From an optimization exercise on the open Yosys and OpenROAD flow, aimed at small area and a short achievable clock period; shortcuts taken in it are not production practice. In this exercise RTL edits were held to simulation tests only and were not proved equivalent to the original. No activity file was given, so power comes from the tool's default toggle rates.

==> flow/design.v <==
module mr_o22ai (input logic a1, a2, b1, b2, output logic y);
  assign y = ~((a1 | a2) & (b1 | b2));
endmodule
module mr_a222oi (input logic a1, a2, b1, b2, c1, c2, output logic y);
  assign y = ~((a1 & a2) | (b1 & b2) | (c1 & c2));
endmodule
module mr_nand2 (input logic a, b, output logic y);
  assign y = ~(a & b);
endmodule
module mr_nand3 (input logic a, b, c, output logic y);
  assign y = ~(a & b & c);
endmodule
module mr_nor2 (input logic a, b, output logic y);
  assign y = ~(a | b);
endmodule
module mr_sel16 (input logic [15:0] sel, input logic [15:0] q, output logic y_n);
  logic [5:0] l1;    
  logic [1:0] l2;    
  for (genvar k = 0; k < 5; k++) begin : g_l1
    mr_a222oi u (.a1(sel[3*k]), .a2(q[3*k]), .b1(sel[3*k+1]), .b2(q[3*k+1]),
                 .c1(sel[3*k+2]), .c2(q[3*k+2]), .y(l1[k]));
  end
  mr_nand2 u_l1_last (.a(sel[15]), .b(q[15]), .y(l1[5]));
  mr_nand3 u_l2_0 (.a(l1[0]), .b(l1[1]), .c(l1[2]), .y(l2[0]));
  mr_nand3 u_l2_1 (.a(l1[3]), .b(l1[4]), .c(l1[5]), .y(l2[1]));
  mr_nor2 u_l3 (.a(l2[0]), .b(l2[1]), .y(y_n));
endmodule
module main_mem_responder (
  input  logic        clk,
  input  logic        rst,
  input  logic        MemoryRequest,
  input  logic        MemoryWriteEnable,
  input  logic [15:0] MemoryAddressIn,
  input  logic [15:0] MemoryDataIn,
  output logic        MemStall,
  output logic        MemDataValid,
  output logic [15:0] MemDataOut,
  output logic [15:0] MemAddressOut
);
  logic [15:0] mem_q [256];
  logic        ph_q;                  
  logic        busy_q;                
  logic        rv0_q, rv1_q, rv2_q, rv3_q;
  logic [15:0] ra0_q, ra1_q, ra2_q, ra3_q;
  logic [15:0] wpa_q [2], wpb_q [2];  
  logic [15:0] wc_q;                  
  logic [15:0] rsel_q [2];            
  logic [15:0] grpn_q [16];           
  logic        ph2_q;                 
  logic [15:0] do_q;
  logic rd_accept, wr_accept;
  assign rd_accept = rst & MemoryRequest & ~MemoryWriteEnable;
  assign wr_accept = rst & MemoryRequest & MemoryWriteEnable & ~busy_q;
  assign MemStall  = rst & MemoryRequest & MemoryWriteEnable & busy_q;
  always_ff @(posedge clk) begin
    ph_q   <= ~ph_q;
    busy_q <= rst & (rd_accept | rv0_q | rv1_q);
    rv0_q  <= rd_accept;
    rv1_q  <= rst & rv0_q;
    rv2_q  <= rst & rv1_q;
    rv3_q  <= rst & rv2_q;
    for (int c = 0; c < 2; c++) begin
      for (int i = 0; i < 16; i++) begin
        wpa_q[c][i] <= wr_accept & (MemoryAddressIn[4:1] == i[3:0]) & (MemoryAddressIn[5] == c[0]);
        wpb_q[c][i] <= (MemoryAddressIn[8:5] == i[3:0]) & (MemoryAddressIn[1] == c[0]);
      end
    end
    wc_q   <= MemoryDataIn ^ {16{~ph_q}};
    ra0_q  <= MemoryAddressIn;
    ra1_q  <= ra0_q;
    ra2_q  <= ra1_q;
    ra3_q  <= (rst & rv2_q) ? ra2_q : 16'h0000;
    for (int c = 0; c < 2; c++)
      for (int i = 0; i < 16; i++) rsel_q[c][i] <= (ra0_q[4:1] == i[3:0]) & (ra0_q[5] == c[0]);
  end
  logic [255:0] wr1, wr2;
  always_comb begin
    for (int w = 0; w < 256; w++) begin
      wr1[w] = wpa_q[(w / 16) % 2][w % 16] & wpb_q[w % 2][w / 16];
      wr2[w] = ~wr1[w];
    end
  end
  logic [15:0] mem_d [256];
  for (genvar w = 0; w < 256; w++) begin : g_row
    for (genvar b = 0; b < 16; b++) begin : g_bit
      mr_o22ai u_nx (.a1(mem_q[w][b]), .a2(wr1[w]), .b1(wc_q[b]), .b2(wr2[w]), .y(mem_d[w][b]));
    end
  end
  always_ff @(posedge clk) begin
    for (int w = 0; w < 256; w++) mem_q[w] <= mem_d[w];
  end
  logic [15:0] grpn [16];
  for (genvar g = 0; g < 16; g++) begin : g_part
    for (genvar b = 0; b < 16; b++) begin : g_bit
      logic [15:0] col;
      for (genvar i = 0; i < 16; i++) begin : g_w
        assign col[i] = mem_q[g * 16 + i][b];
      end
      mr_sel16 u_sel (.sel(rsel_q[g % 2]), .q(col), .y_n(grpn[g][b]));
    end
  end
  always_ff @(posedge clk) begin
    for (int g = 0; g < 16; g++) grpn_q[g] <= grpn[g];
    ph2_q <= ph_q;
    do_q  <= (rst & rv2_q) ? (grpn_q[ra2_q[8:5]] ^ {16{~ph2_q}}) : 16'h0000;
  end
  assign MemDataValid  = rv3_q;
  assign MemDataOut    = do_q;
  assign MemAddressOut = ra3_q;
endmodule
make LEC_CHECK=0 CAP_MARGIN=20 CORE_MARGIN=2 CORE_UTILIZATION=40 CTS_CLUSTER_DIAMETER=80 CTS_CLUSTER_SIZE=24 SETUP_SLACK_MARGIN=1.2 SLEW_MARGIN=20 SYNTH_HIERARCHICAL=1 finish   # period 3.5 ns
run.sh (not shown) runs the stock make flow with config.mk's settings and CLKGATE_MAP_FILE= SYNTH_SCRIPT=/design/flow/synth_recipe.tcl, a recipe that flattens the netlist after the stock synthesis.
Edit:
Settings changed: CAP_MARGIN 20 to 10, CTS_CLUSTER_DIAMETER 80 to 60, CTS_CLUSTER_SIZE 24 to 30, SETUP_SLACK_MARGIN 1.2 to 1.3, SLEW_MARGIN 20 to 10.
Die area does not change.
Worst setup slack improved by 0.12 ns.
Total power came out higher by 4.9%.
Clock skew came out lower by 0.011 ns.
Routed wire length came out higher by 0.74%.
Register-to-register slack improved by 0.12 ns.
Cell count came out higher by about 0.8%.
Area after synthesis is unchanged.

re-timing with driven ports:
Ports are ideal in the flow. The routed layouts listed here were re-timed in OpenROAD.
Step 1 sets driving cells, clkbuf_16 on the clock port and buf_2 on the other inputs (assumed; they add their load-dependent delay and slew).
Step 2 times the ports against the registers' clock, not the clock port: input delays grow and output delays shrink by t, the midpoint of the rising clock arrivals with the driver on.
Slacks: ideal / step 1 / step 2; pairs: ideal / step 1.
run	t (ns)	setup WS [ns]	cell pins on the clock port's net
the first run	1.024	1.114 / 1.114 / 0.686	1
the second run	1.033	1.238 / 1.134 / 0.742	1
After both steps setup and hold are still met in every run listed. For the second run, which loses most, drivers alone change the setup slack by -0.104 ns; drivers and shift together by -0.496 ns.
